Context: an optimization exercise on an open-source flow, tuned for small area, a short achievable clock period and few clock cycles. The choices shown serve that exercise and are no tape-out recipe. The RTL was checked by simulation tests, not by an equivalence proof against the original design. Power figures rest on the tool's default switching activity, not on a simulated workload.

--- flow/design.v ---
package nice_pkg;
   typedef struct packed {
      logic [6:0] func7;
      logic [4:0] rs2;
      logic [4:0] rs1;
      logic [2:0] func3;
      logic [4:0] rd;
      logic [6:0] opcode;
   } nice_rtype_t;
   typedef union packed {
      logic [32-1:0] raw;
      nice_rtype_t           r;
   } nice_insn_u;
   typedef enum logic [2:0] {
      OP_NONE   = 3'd0,
      OP_LOAD_A = 3'd1,
      OP_LOAD_B = 3'd2,
      OP_LOAD_P = 3'd3,
      OP_STORE  = 3'd4,
      OP_WORK   = 3'd5
   } nice_op_e;
   typedef enum logic [2:0] {
      ST_IDLE = 3'd0,
      ST_MEM  = 3'd1,
      ST_WORK = 3'd2,
      ST_RESP = 3'd3
   } nice_state_e;
endpackage
`timescale 1ns/100ps
module nice_ctrl
(
   input  logic                  custom_mem_op,
   input  logic                  nice_rst_n,
   input  logic                  nice_req_valid,
   output logic                  nice_req_ready,
   input  nice_pkg::nice_insn_u            nice_req_inst,
   input  logic [32-1:0] nice_req_rs1,
   output logic                  nice_rsp_valid,
   input  logic                  nice_rsp_ready,
   output logic [32-1:0] nice_rsp_rdat,
   output logic                  nice_rsp_err,
   output logic                  nice_active,
   output logic                  nice_mem_holdup,
   output nice_pkg::nice_op_e              cur_op,
   output logic [32-1:0] base_addr,
   output logic                  seq_start,
   input  logic                  seq_done,
   input  logic                  seq_err,
   output logic                  work_start,
   input  logic                  work_done,
   input  logic [32-1:0] result_last
);
   nice_pkg::nice_state_e state;
   nice_pkg::nice_op_e    dec_op;
   logic        req_hs;
   always_comb begin
      dec_op = nice_pkg::OP_NONE;
      if (nice_req_inst.r.opcode == 7'b1111011) begin
         if (nice_req_inst.r.func3 == 3'b010) begin
            case (nice_req_inst.r.func7)
               7'd1: dec_op = nice_pkg::OP_LOAD_A;
               7'd2: dec_op = nice_pkg::OP_LOAD_B;
               7'd3: dec_op = nice_pkg::OP_LOAD_P;
               7'd4:  dec_op = nice_pkg::OP_STORE;
               default:         dec_op = nice_pkg::OP_NONE;
            endcase
         end else if (nice_req_inst.r.func3 == 3'b000 &&
                      nice_req_inst.r.func7 == 7'd5) begin
            dec_op = nice_pkg::OP_WORK;
         end
      end
   end
   assign req_hs = nice_req_valid & nice_req_ready;
   assign seq_start  = req_hs & (dec_op != nice_pkg::OP_NONE) & (dec_op != nice_pkg::OP_WORK);
   assign work_start = req_hs & (dec_op == nice_pkg::OP_WORK);
   always_ff @(posedge custom_mem_op) begin
      if (!nice_rst_n) begin
         state  <= nice_pkg::ST_IDLE;
         cur_op <= nice_pkg::OP_NONE;
      end else begin
         case (state)
            nice_pkg::ST_IDLE: begin
               if (req_hs) begin
                  cur_op <= dec_op;
                  if (dec_op == nice_pkg::OP_NONE) begin
                     state <= nice_pkg::ST_RESP;
                  end else if (dec_op == nice_pkg::OP_WORK) begin
                     state <= nice_pkg::ST_WORK;
                  end else begin
                     state <= nice_pkg::ST_MEM;
                  end
               end
            end
            nice_pkg::ST_MEM:  if (seq_done) state <= nice_pkg::ST_RESP;
            nice_pkg::ST_WORK: if (work_done) state <= nice_pkg::ST_RESP;
            nice_pkg::ST_RESP: if (nice_rsp_ready) state <= nice_pkg::ST_IDLE;
            default: state <= nice_pkg::ST_IDLE;
         endcase
      end
   end
   always_ff @(posedge custom_mem_op) begin
      if (req_hs) begin
         base_addr     <= nice_req_rs1;
         nice_rsp_rdat <= '0;
         nice_rsp_err  <= (dec_op == nice_pkg::OP_NONE);
      end
      if (state == nice_pkg::ST_MEM && seq_done) begin
         nice_rsp_err <= seq_err;
      end
      if (state == nice_pkg::ST_WORK && work_done) begin
         nice_rsp_rdat <= result_last;
      end
   end
   assign nice_req_ready  = (state == nice_pkg::ST_IDLE);
   assign nice_rsp_valid  = (state == nice_pkg::ST_RESP);
   assign nice_mem_holdup = (state == nice_pkg::ST_MEM);
   assign nice_active     = (state != nice_pkg::ST_IDLE) | nice_req_valid;
endmodule
`timescale 1ns/100ps
module mem_sequencer
(
   input  logic                   custom_mem_op,
   input  logic                   nice_rst_n,
   input  logic                   seq_start,
   input  nice_pkg::nice_op_e               cur_op,
   input  logic [32-1:0]  base_addr,
   output logic                   nice_icb_cmd_valid,
   input  logic                   nice_icb_cmd_ready,
   output logic [32-1:0]  nice_icb_cmd_addr,
   output logic                   nice_icb_cmd_read,
   output logic [32-1:0]  nice_icb_cmd_wdata,
   output logic [1:0]             nice_icb_cmd_size,
   input  logic                   nice_icb_rsp_valid,
   output logic                   nice_icb_rsp_ready,
   input  logic [32-1:0]  nice_icb_rsp_rdata,
   input  logic                   nice_icb_rsp_err,
   output logic [2:0]             load_we,
   output logic [3-1:0] load_idx,
   output logic [32-1:0]  load_data,
   output logic [3-1:0] store_idx,
   input  logic [32-1:0]  store_data,
   output logic                   seq_done,
   output logic                   seq_err
);
   localparam int CNT_W = 3 + 1;
   localparam logic [CNT_W-1:0] CNT_FULL = CNT_W'(8);
   localparam logic [CNT_W-1:0] CNT_LAST = CNT_W'(8 - 1);
   logic                  busy;
   logic [CNT_W-1:0]      cmd_cnt;
   logic [CNT_W-1:0]      rsp_cnt;
   logic [32-1:0] addr_off;
   logic                  err_q;
   logic                  cmd_hs;
   logic                  rsp_hs;
   logic                  is_load;
   assign cmd_hs  = nice_icb_cmd_valid & nice_icb_cmd_ready;
   assign rsp_hs  = busy & nice_icb_rsp_valid & nice_icb_rsp_ready;
   assign is_load = (cur_op == nice_pkg::OP_LOAD_A) | (cur_op == nice_pkg::OP_LOAD_B) | (cur_op == nice_pkg::OP_LOAD_P);
   assign nice_icb_cmd_valid = busy & (cmd_cnt != CNT_FULL);
   assign nice_icb_cmd_addr  = base_addr + addr_off;
   assign nice_icb_cmd_read  = is_load;
   assign nice_icb_cmd_wdata = is_load ? '0 : store_data;
   assign nice_icb_cmd_size  = 2'b10;
   assign store_idx          = cmd_cnt[3-1:0];
   assign nice_icb_rsp_ready = 1'b1;
   assign load_idx           = rsp_cnt[3-1:0];
   assign load_data          = nice_icb_rsp_rdata;
   assign seq_done           = rsp_hs & (rsp_cnt == CNT_LAST);
   assign seq_err = err_q | (rsp_hs & nice_icb_rsp_err);
   always_comb begin
      load_we = 3'b000;
      if (rsp_hs) begin
         case (cur_op)
            nice_pkg::OP_LOAD_A: load_we[0] = 1'b1;
            nice_pkg::OP_LOAD_B: load_we[1] = 1'b1;
            nice_pkg::OP_LOAD_P: load_we[2] = 1'b1;
            default:   load_we = 3'b000;
         endcase
      end
   end
   always_ff @(posedge custom_mem_op) begin
      if (!nice_rst_n) begin
         busy     <= 1'b0;
         cmd_cnt  <= '0;
         rsp_cnt  <= '0;
         addr_off <= '0;
         err_q    <= 1'b0;
      end else if (seq_start) begin
         busy     <= 1'b1;
         cmd_cnt  <= '0;
         rsp_cnt  <= '0;
         addr_off <= '0;
         err_q    <= 1'b0;
      end else if (busy) begin
         if (cmd_hs) begin
            cmd_cnt  <= cmd_cnt + 1'b1;
            addr_off <= addr_off + 32'(4);
         end
         if (rsp_hs) begin
            rsp_cnt <= rsp_cnt + 1'b1;
            if (nice_icb_rsp_err) err_q <= 1'b1;
         end
         if (seq_done) busy <= 1'b0;
      end
   end
endmodule
`timescale 1ns/100ps
module row_buffer (
   input  logic                   custom_mem_op,
   input  logic                   nice_rst_n,
   input  logic                   wr_en,
   input  logic [3-1:0] wr_idx,
   input  logic [32-1:0]  wr_data,
   input  logic [3-1:0] rd_idx,
   output logic [32-1:0]  rd_data
);
   logic [32-1:0] row [8];
   always_ff @(posedge custom_mem_op) begin
      if (!nice_rst_n) begin
         for (int i = 0; i < 8; i++) begin
            row[i] <= '0;
         end
      end else if (wr_en) begin
         row[wr_idx] <= wr_data;
      end
   end
   assign rd_data = row[rd_idx];
endmodule
`timescale 1ns/100ps
module modadd_unit (
   input  logic                   custom_mem_op,
   input  logic                   nice_rst_n,
   input  logic                   work_start,
   output logic [3-1:0] rd_idx,
   input  logic [32-1:0]  a_data,
   input  logic [32-1:0]  b_data,
   input  logic [32-1:0]  p_data,
   input  logic [3-1:0] store_idx,
   output logic [32-1:0]  store_data,
   output logic                   work_done,
   output logic [32-1:0]  result_last
);
   localparam int IDX_W = 3;
   localparam logic [IDX_W-1:0] IDX_LAST = IDX_W'(8 - 1);
   logic                  busy;
   logic [IDX_W-1:0]      idx;
   logic [32:0]   sum_w;
   logic [32:0]   diff_w;
   logic                  ge_p;
   logic [32-1:0] mod_w;
   logic [32-1:0] res_row [8];
   assign sum_w  = {1'b0, a_data} + {1'b0, b_data};
   assign diff_w = sum_w - {1'b0, p_data};
   assign ge_p   = (sum_w >= {1'b0, p_data});
   assign mod_w = ge_p ? diff_w[32-1:0] : sum_w[32-1:0];
   assign rd_idx      = idx;
   assign work_done   = busy & (idx == IDX_LAST);
   assign result_last = mod_w;
   always_ff @(posedge custom_mem_op) begin
      if (!nice_rst_n) begin
         busy <= 1'b0;
         idx  <= '0;
      end else if (work_start) begin
         busy <= 1'b1;
         idx  <= '0;
      end else if (busy) begin
         idx <= idx + 1'b1;
         if (work_done) busy <= 1'b0;
      end
   end
   always_ff @(posedge custom_mem_op) begin
      if (busy) begin
         res_row[idx] <= mod_w;
      end
   end
   assign store_data = res_row[store_idx];
endmodule
`timescale 1ns/100ps
module nice_core_top (
   input  logic                  custom_mem_op,
   input  logic                  nice_rst_n,
   output logic                  nice_active,
   output logic                  nice_mem_holdup,
   input  logic                  nice_req_valid,
   output logic                  nice_req_ready,
   input  logic [32-1:0] nice_req_inst,
   input  logic [32-1:0] nice_req_rs1,
   input  logic [32-1:0] nice_req_rs2,
   output logic                  nice_rsp_valid,
   input  logic                  nice_rsp_ready,
   output logic [32-1:0] nice_rsp_rdat,
   output logic                  nice_rsp_err,
   output logic                  nice_icb_cmd_valid,
   input  logic                  nice_icb_cmd_ready,
   output logic [32-1:0] nice_icb_cmd_addr,
   output logic                  nice_icb_cmd_read,
   output logic [32-1:0] nice_icb_cmd_wdata,
   output logic [1:0]            nice_icb_cmd_size,
   input  logic                  nice_icb_rsp_valid,
   output logic                  nice_icb_rsp_ready,
   input  logic [32-1:0] nice_icb_rsp_rdata,
   input  logic                  nice_icb_rsp_err
);
   nice_pkg::nice_op_e                cur_op;
   logic [32-1:0]   base_addr;
   logic                    seq_start;
   logic                    seq_done;
   logic                    seq_err;
   logic                    work_start;
   logic                    work_done;
   logic [32-1:0]   result_last;
   logic [2:0]              load_we;
   logic [3-1:0]  load_idx;
   logic [32-1:0]   load_data;
   logic [3-1:0]  rd_idx;
   logic [3-1:0]  store_idx;
   logic [32-1:0]   store_data;
   logic [32-1:0]   row_rd_data_a;
   logic [32-1:0]   row_rd_data_b;
   logic [32-1:0]   row_rd_data_p;
   nice_ctrl u_ctrl (
      .custom_mem_op   (custom_mem_op),
      .nice_rst_n      (nice_rst_n),
      .nice_req_valid  (nice_req_valid),
      .nice_req_ready  (nice_req_ready),
      .nice_req_inst   (nice_req_inst),
      .nice_req_rs1    (nice_req_rs1),
      .nice_rsp_valid  (nice_rsp_valid),
      .nice_rsp_ready  (nice_rsp_ready),
      .nice_rsp_rdat   (nice_rsp_rdat),
      .nice_rsp_err    (nice_rsp_err),
      .nice_active     (nice_active),
      .nice_mem_holdup (nice_mem_holdup),
      .cur_op          (cur_op),
      .base_addr       (base_addr),
      .seq_start       (seq_start),
      .seq_done        (seq_done),
      .seq_err         (seq_err),
      .work_start      (work_start),
      .work_done       (work_done),
      .result_last     (result_last)
   );
   mem_sequencer u_seq (
      .custom_mem_op      (custom_mem_op),
      .nice_rst_n         (nice_rst_n),
      .seq_start          (seq_start),
      .cur_op             (cur_op),
      .base_addr          (base_addr),
      .nice_icb_cmd_valid (nice_icb_cmd_valid),
      .nice_icb_cmd_ready (nice_icb_cmd_ready),
      .nice_icb_cmd_addr  (nice_icb_cmd_addr),
      .nice_icb_cmd_read  (nice_icb_cmd_read),
      .nice_icb_cmd_wdata (nice_icb_cmd_wdata),
      .nice_icb_cmd_size  (nice_icb_cmd_size),
      .nice_icb_rsp_valid (nice_icb_rsp_valid),
      .nice_icb_rsp_ready (nice_icb_rsp_ready),
      .nice_icb_rsp_rdata (nice_icb_rsp_rdata),
      .nice_icb_rsp_err   (nice_icb_rsp_err),
      .load_we            (load_we),
      .load_idx           (load_idx),
      .load_data          (load_data),
      .store_idx          (store_idx),
      .store_data         (store_data),
      .seq_done           (seq_done),
      .seq_err            (seq_err)
   );
   row_buffer u_row_a (
      .custom_mem_op (custom_mem_op),
      .nice_rst_n    (nice_rst_n),
      .wr_en         (load_we[0]),
      .wr_idx        (load_idx),
      .wr_data       (load_data),
      .rd_idx        (rd_idx),
      .rd_data       (row_rd_data_a)
   );
   row_buffer u_row_b (
      .custom_mem_op (custom_mem_op),
      .nice_rst_n    (nice_rst_n),
      .wr_en         (load_we[1]),
      .wr_idx        (load_idx),
      .wr_data       (load_data),
      .rd_idx        (rd_idx),
      .rd_data       (row_rd_data_b)
   );
   row_buffer u_row_p (
      .custom_mem_op (custom_mem_op),
      .nice_rst_n    (nice_rst_n),
      .wr_en         (load_we[2]),
      .wr_idx        (load_idx),
      .wr_data       (load_data),
      .rd_idx        (rd_idx),
      .rd_data       (row_rd_data_p)
   );
   modadd_unit u_add (
      .custom_mem_op (custom_mem_op),
      .nice_rst_n    (nice_rst_n),
      .work_start    (work_start),
      .rd_idx        (rd_idx),
      .a_data        (row_rd_data_a),
      .b_data        (row_rd_data_b),
      .p_data        (row_rd_data_p),
      .store_idx     (store_idx),
      .store_data    (store_data),
      .work_done     (work_done),
      .result_last   (result_last)
   );
endmodule
--- flow/config.mk ---
export PLATFORM = sky130hd
export DESIGN_NAME = nice_core_top
export DESIGN_NICKNAME = nice_core_top
export VERILOG_FILES = /design/flow/design.v
export SDC_FILE = /design/flow/constraint.sdc
export NUM_CORES = 4
export LEC_CHECK = 0
export CAP_MARGIN = 20
export CORE_MARGIN = 2
export CORE_UTILIZATION = 40
export SLEW_MARGIN = 20
--- flow/run.sh ---
#!/bin/bash
# synth_recipe.tcl (not shown) runs the flow's synth.tcl, then flattens the netlist and writes it again
# the make line also repeats each setting of config.mk as NAME=value (left out here)
make -C /OpenROAD-flow-scripts/flow DESIGN_CONFIG=/design/flow/config.mk WORK_HOME=/design/flow/orfs CLKGATE_MAP_FILE= SYNTH_SCRIPT=/design/flow/synth_recipe.tcl finish
--- flow/constraint.sdc ---
create_clock -name core_clock -period 7.5 [get_ports {custom_mem_op}]
set_input_delay 1.5000 -clock core_clock [delete_from_list [all_inputs] [get_ports {custom_mem_op}]]
set_output_delay 1.5000 -clock core_clock [all_outputs]
set_load 0.01 [all_outputs]
==> results.tsv <==
stage	metric	value	unit
run_status	status	finished clean	
global_routing	number of global-route vias before repair	31000	
place	area of placed instances	58400	µm²
flow_run	max_cap viols	0	
floorplanning	die width	371	µm
power	Leakage	21.4	nW
timing	Clock Skews	36.2	ps
floorplanning	Initial Util	40.3	%
power	cell area power density	242	nW/µm²
timing	fin crit period	7120	ps
setup_path	slowest stage delay, CP	570	ps
setup_path	crit path kind	register to register	
timing	WHS	486	ps
power	Max VDD drop	0.225	mV
clock_network	Num CTS Buffers	118	
route	DR WL/cell	24.0	µm
yosys	Post-Synthesis Cells	3588	
final_layout	area delta synth->final	16.2	%
route	DRC violations left	0	
yosys	Yosys top cell area share	60.8	%
place	hpwl dp	81700	µm
yosys	synth cell count leaders	edfxtp_1 (1089), and2_1 (779), mux4_2 (256)	
final_layout	final std cells w/o fill	5655	
yosys	Synth area leader	edfxtp_1	
clock_network	CTS tree	yes	
yosys	synthesized flop and latch total	1144	
floorplanning	Die Height	371	µm
global_routing	GRT Util Overall	19.8	%
clock_network	Clock Latency Late Sink	740	ps
setup_path	Crit path max-delay family	compound AO/OA/AOI/OAI gates	
timing	fin. max-slew vios	0	
min_path	worst hold path type	register to register	
yosys	most common cell in the synthesized netlist	edfxtp_1	
setup_path	CP Buf/Inv Count	5	
final_layout	fin area	62500	µm²
route	vias per cell	5.30	
timing	Worst Tran Pin Value	1070	ps
route	vias after detailed routing	30000	
setup_path	Worst Path Arrival	7590	ps
floorplanning	# rows	134	
yosys	Post-synth EDFFs	1089	
global_routing	largest net degree at the start of global routing	42	
clock_network	Hold Buf Count CTS	0	
route	Post-Route WL	136000	µm
yosys	library cells used by synthesis	82	
setup_path	CP max FO	26	
global_routing	first-pass GRT wire length	202000	µm
timing	Max-Slew Margin vs Limit	28.8	%
route	initial DRC count	2458	
global_routing	total gr overflow	0	
clock_network	CTS Root Cell	clkbuf_16	
place	PortBufs	190	
timing	Fmax	140	MHz
clock_network	clock transition at the registers of the reported paths	60	ps
yosys	top cells by area, synth	edfxtp_1 (61%), mux4_2 (11%), and2_1 (9.1%), ha_1 (2.4%), dfxtp_1 (2.0%)	
yosys	ys flop type	edfxtp_1	
yosys	asr flop ratio synth	0	%
place	Post-Place Cells	5430	
clock_network	Max clock buf depth	3	
clock_network	clock sink count	1144	
floorplanning	# IOs	241	
clock_network	setup bufs post-CTS	0	
floorplanning	core box area	133000	µm²
clock_network	post_cts resized	0	
final_layout	share of layout cells above drive strength 1	18.9	%
setup_path	crit path launch type	register	
final_layout	Final nets	4023	
setup_path	crit path max-delay cell type	mux4_2	
route	DRT antenna net count	0	
timing	final setup vio count	0	
timing	Fin. Hold Viols	0	
clock_network	H-tree Lvls	3	
route	router iterations before antenna repair	5	
yosys	register area share after synthesis	62.8	%
setup_path	crit end category	register	
yosys	Mapped Area	53800	µm²
yosys	Syn Area/Cell	15.0	µm²
floorplanning	DIE AREA	137000	µm²
global_routing	initial antenna violation count	5	
timing	fin crit share	95.0	%
setup_path	WP data required	7970	ps
place	gp weighted congestion	0.825	
yosys	Ys Warns	4	
[metal layers]
metal	share of wire [%]	up-vias	track usage, %
met4	2.4	2	6.03
met5	0.0081	-	0
met3	4.5	156	2.27
met1	43	15300	26.2
met2	50	715	34.2
li1	-	13800	-
[state kept, by name, indices dropped and copies added (netlist names), 4 cells and up, named ones only]
name,cells
u_add.res_row,256
u_row_a.row,256
u_row_b.row,256
u_row_p.row,256
u_ctrl.base_addr,32
u_ctrl.nice_rsp_rdat,32
u_seq.addr_off,30
u_seq.cmd_cnt,4
u_seq.rsp_cnt,4
[per-stage QoR]
step	utilization [%]	setup TNS [ps]	power (mW)	worst slack [ps]
finish	46.9	0	15.2	378
detailed placement	43.8	0	9.13	300
CTS	46.8	0	15.3	265
global route	46.9	-1.40	15.7	-1.40
global placement	43.8	0	9.11	354
floorplan	-	0	8.45	741
[layout by cell type, fill, tap and decap left out, types with 13 or more instances in the layout]
master	netlist	routed
o21a_1	15	15
dfxtp_1	55	49
a21o_1	35	35
nand2_1	77	76
nor3_1	17	15
clkbuf_1	209	19
o21bai_1	17	17
ha_1	103	103
and4_1	21	21
mux2i_1	70	70
nor2_2	0	24
nor2_1	164	133
edfxtp_1	1089	1089
buf_4	6	126
and2_1	779	779
clkinv_1	0	35
clkbuf_16	0	120
a21oi_1	81	80
mux2_2	77	77
o21ai_0	67	41
bufinv_16	0	21
nand3_1	42	42
mux4_2	256	256
clkdlybuf4s50_1	0	189
nand2b_1	19	19
mux2_4	13	13
nor2b_1	23	23
xor2_1	45	44
xnor2_1	62	62
inv_1	54	54
o21ai_4	0	24
[final cells by class]
cell class                 count  area (µm²)
tap                         1768        2210
sequential                  1144       33800
multi-input combinational   2141       19200
fill                       11600       70900
timing repair buffer         323        2980
antenna                        2        5.00
clock buffer                 139        3070
inverter                      54         203
clock inverter                84        1010
[kinds of logic (layout without fill, tap and decap cells)]
logic type / Yosys count / in the layout / share of synthesized area (%)
flip-flops: 1144 / 1144 / 62.8
XOR/XNOR: 107 / 107 / 1.74
AO/OA/AOI/OAI: 308 / 308 / 3.83
AND/OR/NAND/NOR: 1201 / 1201 / 12.9
other: 2 / 5 / 0.0140
multiplexers: 416 / 416 / 14.0
adder cells (fa/ha/maj): 106 / 106 / 2.51
buffers and inverters: 304 / 600 / 2.21
[worst paths after layout]
path	end	startpoint	slack (ps)	depth (start not counted)
worst min-delay path	u_seq.err_q$_SDFFE_PP0P_	u_seq.err_q$_SDFFE_PP0P_	490	2
worst min register to register	u_seq.err_q$_SDFFE_PP0P_	u_seq.err_q$_SDFFE_PP0P_	490	2
worst max register to register	u_ctrl.nice_rsp_rdat[9]$_SDFFCE_PN0P_	register	380	26
worst max-delay path	u_ctrl.nice_rsp_rdat[9]$_SDFFCE_PN0P_	register	380	26
[tightest hold or removal path, delay by kind of cell, from the launching register on]
kind,cells,cell delay [ps]
compound gates,1,50
flops,1,300
simple gates,1,100
[power breakdown]
| part | total, mW | switching [mW] | internal (mW) |
|---|---|---|---|
| combinational | 1.48 | 0.868 | 0.614 |
| clock | 6.16 | 2.51 | 3.65 |
| sequential | 7.51 | 0.0966 | 7.41 |
| total | 15.2 | 3.47 | 11.7 |
Testbench counts, summed over its fixed seeds: cycles 19,038.

-- afterwards: timing with drivers on the ports --
In the flow no input, the clock included, has a driving cell. The finished layout below was timed again as built, in two steps.
Step 1 sets driving cells, clkbuf_16 on the clock port and buf_2 on the other inputs (assumed; they add their load-dependent delay and slew).
Step 2 also shifts input and output timing later by t, the mid clock arrival at the registers, as if the neighbouring blocks saw the same clock.
Three values: no drivers, after step 1, after step 2; two values: the first two.
shift t [ns]: 0.798
slack for setup (ns): 0.378 / 0.378 / 0.378
worst register clock-pin slew, ns: 0.07 / 0.07
worst data-port slew with drivers (ns): 0.11
pins driven straight from the clock port: 1
After both steps this run still meets setup and hold. For this run, drivers alone change the setup slack by 0.000 ns; drivers and shift together by 0.000 ns.
